This design comes from an exercise in tuning for small area on the open sky130 flow, not from production work. Where RTL was checked, it was by simulation tests only, not by an equivalence proof against the original. Power is estimated from default activity; no workload was simulated.

==> job 6186 <==
Design dmaTop, start of the top module:
module dmaTop #(
  parameter int numChannels = 4
) (
  input  logic                   clk,
  input  logic                   rst_b,
  input  logic [7:0]             ioAddr,
  input  logic                   ioWrite,
  input  logic [31:0]            ioWdata,
  output logic [31:0]            ioRdata,
  input  logic [7:0]             vcount,
  input  logic [7:0]             hcount,
  input  logic                   cpuPreemptable,
  output logic                   memActive,
  output logic [31:0]            memAddr,
  output logic                   memWrite,
  output logic [1:0]             memSize,
  output logic [31:0]            memWdata,
  input  logic [31:0]            memRdata,
  input  logic                   memWait,
  output logic [numChannels-1:0] irq
);
clock: 10.0 ns
lec_check: 0
cap_margin: 20
core_margin: 2
core_utilization: 40
slew_margin: 20
standard.sh (not shown) runs the stock make flow with config.mk's settings and CLKGATE_MAP_FILE= SYNTH_SCRIPT=/design/flow/synth_recipe.tcl, a recipe that flattens the netlist after the stock synthesis.
==> flow/flow/run.sh <==
#!/bin/bash
# Standard layout, unchanged; each tool's output goes to its own log here.
set -e
bash standard.sh > standard.log 2>&1
==> job 4429 (differences from job 6186) <==
--- a/flow/design.v
+++ b/flow/design.v
@@ -93,13 +93,13 @@
     end
   end
   always_comb begin
     ioRdata = '0;
     for (int ch = 0; ch < numChannels; ch++) begin
-      if (ioAddr == 8'(ch * 12 + 0) && sadValid[ch]) ioRdata = sad[ch];
-      if (ioAddr == 8'(ch * 12 + 4) && dadValid[ch]) ioRdata = dad[ch];
-      if (ioAddr == 8'(ch * 12 + 8) && cntValid[ch]) ioRdata = cnt[ch];
+      ioRdata = ioRdata | (sad[ch] & {32{ioAddr == 8'(ch * 12 + 0) && sadValid[ch]}}) |
+                (dad[ch] & {32{ioAddr == 8'(ch * 12 + 4) && dadValid[ch]}}) |
+                (cnt[ch] & {32{ioAddr == 8'(ch * 12 + 8) && cntValid[ch]}});
     end
   end
   logic [numChannels-1:0][2:0] state;
   logic [numChannels-1:0][31:0] srcAddr, destAddr;
   logic [numChannels-1:0][CountBits-1:0] unitsLeft;  
@@ -128,26 +128,40 @@
     memWrite = 1'b0;
     ownWord = 1'b0;
     ownDec = 1'b0;
     ownUnits = '0;
     for (int ch = 0; ch < numChannels; ch++) begin
-      if (owner[ch]) begin
-        memAddr = memAddr | (writing[ch] ? destAddr[ch] : srcAddr[ch]);
-        memWrite = memWrite | writing[ch];
-        ownWord = ownWord | cnt[ch][dmaRegPkg::WordBit];
-        ownUnits = ownUnits | unitsLeft[ch];
-        ownDec = ownDec | (writing[ch] ? cnt[ch][dmaRegPkg::DestCtlPos +: 2] == 2'd1
-                                       : cnt[ch][dmaRegPkg::SrcCtlPos +: 2] == 2'd1);
-      end
+      memAddr = memAddr | (srcAddr[ch] & {32{owner[ch] & ~writing[ch]}}) |
+                (destAddr[ch] & {32{writing[ch]}});
+      memWrite = memWrite | writing[ch];
+      ownWord = ownWord | (owner[ch] & cnt[ch][dmaRegPkg::WordBit]);
+      ownUnits = ownUnits | (unitsLeft[ch] & {CountBits{writing[ch]}});
+      ownDec = ownDec | (owner[ch] & ~writing[ch] & cnt[ch][dmaRegPkg::SrcCtlPos +: 2] == 2'd1) |
+               (writing[ch] & cnt[ch][dmaRegPkg::DestCtlPos +: 2] == 2'd1);
     end
   end
   assign memActive = |active;
   assign memSize = {ownWord, ~ownWord};
   assign memWdata = {ownWord ? dataLatch[31:16] : dataLatch[15:0], dataLatch[15:0]};
-  assign stepped = {ownDec ? memAddr[31:1] - {29'd0, ownWord, ~ownWord}
-                           : memAddr[31:1] + {29'd0, ownWord, ~ownWord}, memAddr[0]};
-  assign ownUnitsNext = ownUnits - 1'b1;
+  always_comb begin
+    logic carry;
+    stepped[0] = memAddr[0];
+    stepped[1] = memAddr[1] ^ ~ownWord;
+    carry = ownWord | (memAddr[1] ^ ownDec);
+    for (int i = 2; i < 32; i++) begin
+      stepped[i] = memAddr[i] ^ carry;
+      carry = carry & (memAddr[i] ^ ownDec);
+    end
+  end
+  always_comb begin
+    logic borrow;
+    borrow = 1'b1;
+    for (int i = 0; i < CountBits; i++) begin
+      ownUnitsNext[i] = ownUnits[i] ^ borrow;
+      borrow = borrow & ~ownUnits[i];
+    end
+  end
   assign ownDone = ownUnits == CountBits'(1);
   logic readDone, readHigh, readLow;
   assign readDone = memActive && !memWrite && !memWait;
   assign readHigh = readDone && !ownWord && memAddr[1];
   assign readLow = readDone && (ownWord || !memAddr[1]);
==> flow/flow/run.sh (replaced) <==
#!/bin/bash
# Layout flow: the standard flow (standard.sh) step by step, with
#  - the combinational logic of the standard synthesis re-mapped for area
#    (flip-flops untouched; a SAT proof checks the new netlist against the
#    standard one, and the standard netlist is kept if anything fails),
#  - every port still buffered, with buf_1 instead of clkdlybuf4s50_1,
#  - a clock tree of clkbuf_8 with larger sink clusters and no dummy loads.
# Each step's output goes to its own log in this folder.
set -euo pipefail
HERE=$(pwd)
YOSYS=$(command -v yosys || echo "$FLOW_HOME/../tools/install/yosys/bin/yosys")
export BUFFER_PORTS_ARGS="-buffer_cell sky130_fd_sc_hd__buf_1"
export CTS_ARGS="-sink_clustering_enable -repair_clock_nets -dont_use_dummy_load -buf_list sky130_fd_sc_hd__clkbuf_8 -sink_clustering_size 14 -sink_clustering_max_diameter 70"

bash standard.sh synth > synth.log 2>&1

R=$HERE/orfs/results/sky130hd/dmaTop/base
cp "$R/1_2_yosys.v" "$HERE/netlist_standard.v"
export REMAP_LIB="$FLOW_HOME/platforms/sky130hd/lib/sky130_fd_sc_hd__tt_025C_1v80.lib"
export REMAP_IN="$HERE/netlist_standard.v"
export REMAP_OUT="$HERE/netlist_remap.v"
export REMAP_TOP="$FLOW_TOP"
export REMAP_SCRIPT="$HERE/flow/area.abc"
if "$YOSYS" -c flow/remap.tcl > remap.log 2>&1 && "$YOSYS" -c flow/equiv.tcl > equiv.log 2>&1; then
  cp "$REMAP_OUT" "$R/1_2_yosys.v"
  rm -f "$R/1_synth.odb" "$R/1_synth.sdc"
  bash standard.sh synth > synth_remap.log 2>&1
else
  echo "re-map not used" > remap_skipped.log
fi

bash standard.sh floorplan > floorplan.log 2>&1
bash standard.sh place > place.log 2>&1
bash standard.sh cts > cts.log 2>&1
bash standard.sh finish > finish.log 2>&1
==> flow/flow/area.abc (new file) <==
strash
&get -n
&fraig -x
&put
scorr
dc2
strash
&get -n
&deepsyn -T 120
&put
dch -f
amap
==> flow/flow/equiv.tcl (new file) <==
# Prove the re-mapped netlist equals the standard one: flip-flops are cut into
# inputs and outputs (paired by instance name), and a SAT proof shows the
# logic between them is the same.
yosys -import
set lib $::env(REMAP_LIB)
foreach {tag f} [list gold $::env(REMAP_IN) gate $::env(REMAP_OUT)] {
  design -reset
  read_liberty -ignore_miss_func $lib
  read_verilog $f
  hierarchy -top $::env(REMAP_TOP)
  blackbox sky130_fd_sc_hd__df* sky130_fd_sc_hd__edf*
  flatten -noscopeinfo
  opt_clean
  expose -evert t:sky130_fd_sc_hd__*
  yosys rename $::env(REMAP_TOP) $tag
  select -module $tag
  write_rtlil $::env(REMAP_OUT).$tag.il
  select -clear
}
design -reset
read_rtlil $::env(REMAP_OUT).gold.il
read_rtlil $::env(REMAP_OUT).gate.il
miter -equiv -flatten -make_assert gold gate miter
hierarchy -top miter
opt -fast
sat -verify -prove-asserts miter
==> flow/flow/remap.tcl (new file) <==
# Re-map the combinational logic of the standard synthesis netlist with an
# area-oriented ABC script. Flip-flops are kept as they are (same instances,
# names and cell types); only the gates between them change.
yosys -import
set lib $::env(REMAP_LIB)
read_liberty -ignore_miss_func $lib
read_verilog $::env(REMAP_IN)
hierarchy -top $::env(REMAP_TOP)
blackbox sky130_fd_sc_hd__df* sky130_fd_sc_hd__edf*
flatten
opt_clean
abc -liberty $lib -dont_use sky130_fd_sc_hd__probe_p_8 -dont_use sky130_fd_sc_hd__probec_p_8 -dont_use sky130_fd_sc_hd__lpflow_* -script $::env(REMAP_SCRIPT)
opt_clean -purge
hilomap -singleton -hicell sky130_fd_sc_hd__conb_1 HI -locell sky130_fd_sc_hd__conb_1 LO
tee -o $::env(REMAP_OUT).stat stat -liberty $lib
write_verilog -noattr -noexpr -nohex -nodec $::env(REMAP_OUT)
CORE_UTILIZATION = 70   (was 40)
==> job 1283 (differences from job 6186) <==
--- a/flow/design.v
+++ b/flow/design.v
@@ -145,19 +145,15 @@
   assign memWdata = {ownWord ? dataLatch[31:16] : dataLatch[15:0], dataLatch[15:0]};
   assign stepped = {ownDec ? memAddr[31:1] - {29'd0, ownWord, ~ownWord}
                            : memAddr[31:1] + {29'd0, ownWord, ~ownWord}, memAddr[0]};
   assign ownUnitsNext = ownUnits - 1'b1;
   assign ownDone = ownUnits == CountBits'(1);
-  logic readDone, readHigh, readLow;
-  assign readDone = memActive && !memWrite && !memWait;
-  assign readHigh = readDone && !ownWord && memAddr[1];
-  assign readLow = readDone && (ownWord || !memAddr[1]);
   always_ff @(posedge clk) begin
-    dataLatch[15:0] <= (memRdata[15:0] & {16{readLow}}) | (memRdata[31:16] & {16{readHigh}}) |
-                       (dataLatch[15:0] & {16{!readDone}});
-    dataLatch[31:16] <= (memRdata[31:16] & {16{readDone && ownWord}}) |
-                        (dataLatch[31:16] & {16{!readDone}});
+    if (memActive && !memWrite && !memWait) begin
+      if (ownWord) dataLatch <= memRdata;
+      else dataLatch <= {16'h0, memAddr[1] ? memRdata[31:16] : memRdata[15:0]};
+    end
   end
   for (genvar ch = 0; ch < numChannels; ch++) begin : chanGen
     logic enable, repeatMode, wordSize, irqEnable;
     logic [1:0] srcCtl, destCtl, timing;
     logic start, canBegin, unitsDone, lastWriteDone, loadAll;
@@ -214,16 +210,12 @@
       srcAddr[ch] <= (sad[ch] & {32{srcLoad}}) | (stepped & {32{srcStep}}) |
                      (srcAddr[ch] & {32{srcHold}});
       destAddr[ch] <= (dad[ch] & {32{destLoad && dadValid[ch]}}) | (stepped & {32{destStep}}) |
                       (destAddr[ch] & {32{destHold}});
     end
-    logic unitsLoad, unitsStep;
-    assign unitsLoad = loadAll || (lastWriteDone && repeatMode);
-    assign unitsStep = writing[ch] && !memWait && !unitsLoad;
     always_ff @(posedge clk) begin
-      unitsLeft[ch] <= (cnt[ch][CountBits-1:0] & {CountBits{unitsLoad}}) |
-                       (ownUnitsNext & {CountBits{unitsStep}}) |
-                       (unitsLeft[ch] & {CountBits{!unitsLoad && !unitsStep}});
+      if (loadAll || (lastWriteDone && repeatMode)) unitsLeft[ch] <= cnt[ch][CountBits-1:0];
+      else if (writing[ch] && !memWait) unitsLeft[ch] <= ownUnitsNext;
     end
   end
 endmodule
 `default_nettype wire
==> flow/run.sh (new file) <==
#!/bin/bash
# synth_recipe.tcl (not shown) runs the flow's synth.tcl, then flattens the netlist and writes it again
# the make line also repeats each setting of config.mk as NAME=value (left out here)
make -C /OpenROAD-flow-scripts/flow DESIGN_CONFIG=/design/flow/config.mk WORK_HOME=/design/flow/orfs CLKGATE_MAP_FILE= SYNTH_SCRIPT=/design/flow/synth_recipe.tcl finish
removed: flow/flow/run.sh
removed: flow/standard.sh
==> notes <==
- Fmax: job 6186 > job 1283 > job 4429.
- Between job 4429 and job 1283, the lower hold slack is in job 1283 (gap 0.0082 ns).
- Core utilization: job 6186 is higher than job 1283 (0.17 points).
- The lowest register-to-register slack belongs to job 4429, the highest to job 6186.
- Sequential share of layout area: job 4429 > job 1283 > job 6186.
- Via count, lowest first: job 4429, job 6186, job 1283.
- Of job 4429 and job 6186, job 6186 has the higher final cell count (gap about 20%, measured against job 6186).
- Sequential cell count is the same in job 6186 and job 4429.
- Combinational power: job 1283 < job 6186 < job 4429.
==> figures <==
Worst setup path end: job 1283 ioRdata[22]; job 6186 ioRdata[12]; job 4429 srcAddr[63]
Multiplexer share of the synthesized area: job 1283 0.0662; job 6186 0.0475; job 4429 -
Clock buf/inv share: job 1283 0.0669; job 6186 0.0746; job 4429 0.0251
Net switching fraction of the power: job 1283 0.307; job 6186 0.316; job 4429 0.424
Cell type with the largest total area after synthesis: job 1283 edfxtp_1; job 6186 edfxtp_1; job 4429 -
Iteration count of the initial detailed-routing pass: job 1283 7; job 6186 9; job 4429 15
Hold path startpoint: job 1283 destAddr[0]; job 6186 srcAddr[0]; job 4429 dataLatch[17]
Power drawn by the sequential cells: job 1283 0.00393 W; job 6186 0.00390 W; job 4429 0.00436 W
Most used DFF post-synth: job 1283 edfxtp_1; job 6186 edfxtp_1; job 4429 -
Result of the run: job 1283 no timing/DRC/antenna violations; job 6186 no timing/DRC/antenna violations; job 4429 no timing/DRC/antenna violations
Hold Path End: job 1283 destAddr[0]; job 6186 srcAddr[0]; job 4429 dataLatch[17]
Seq. cell area: job 1283 0.0199 mm2; job 6186 0.0190 mm2; job 4429 0.0190 mm2
Signal arrival time at the worst endpoint: job 1283 6.41 ns; job 6186 6.21 ns; job 4429 9.18 ns
Tightest Pin Transition: job 1283 1.26 ns; job 6186 1.30 ns; job 4429 1.28 ns
# clk buffers: job 1283 111; job 6186 103; job 4429 59
Gr usage total: job 1283 0.310; job 6186 0.317; job 4429 0.540
Buf/Inv on CP: job 1283 2; job 6186 3; job 4429 17
Antenna diode count: job 1283 3; job 6186 2; job 4429 3
Proportion of netlist area held by the largest area contributor: job 1283 0.411; job 6186 0.349; job 4429 -
Only the layout flow was run in job 6186; the RTL was not checked for function there.

[what the ideal ports hide]
In the flow no input, the clock included, has a driving cell. The finished layouts below were timed again as built, in two steps.
Step 1: set_driving_cell puts a clkbuf_16 on clk and a buf_2 on each other input, an assumption about the parent block.
Step 2 times the ports against the registers' clock, not the clock port: input delays grow and output delays shrink by t, the midpoint of the rising clock arrivals with the driver on.
Three values: ideal, step 1, step 2; two values: the first two.
| run | shift t [ns] | setup slack, ns | worst setup path after step 2 |
|---|---|---|---|
| job 6186 | 0.710 | 1.789 / 1.762 / 1.762 | input to output |
| job 4429 | 0.790 | 1.490 / 1.490 / 1.490 | register to register |
| job 1283 | 0.702 | 1.591 / 1.566 / 1.566 | input to output |
After both steps every run listed still meets setup and hold. For job 6186, which loses most, drivers alone change the setup slack by -0.027 ns; drivers and shift together by -0.027 ns.
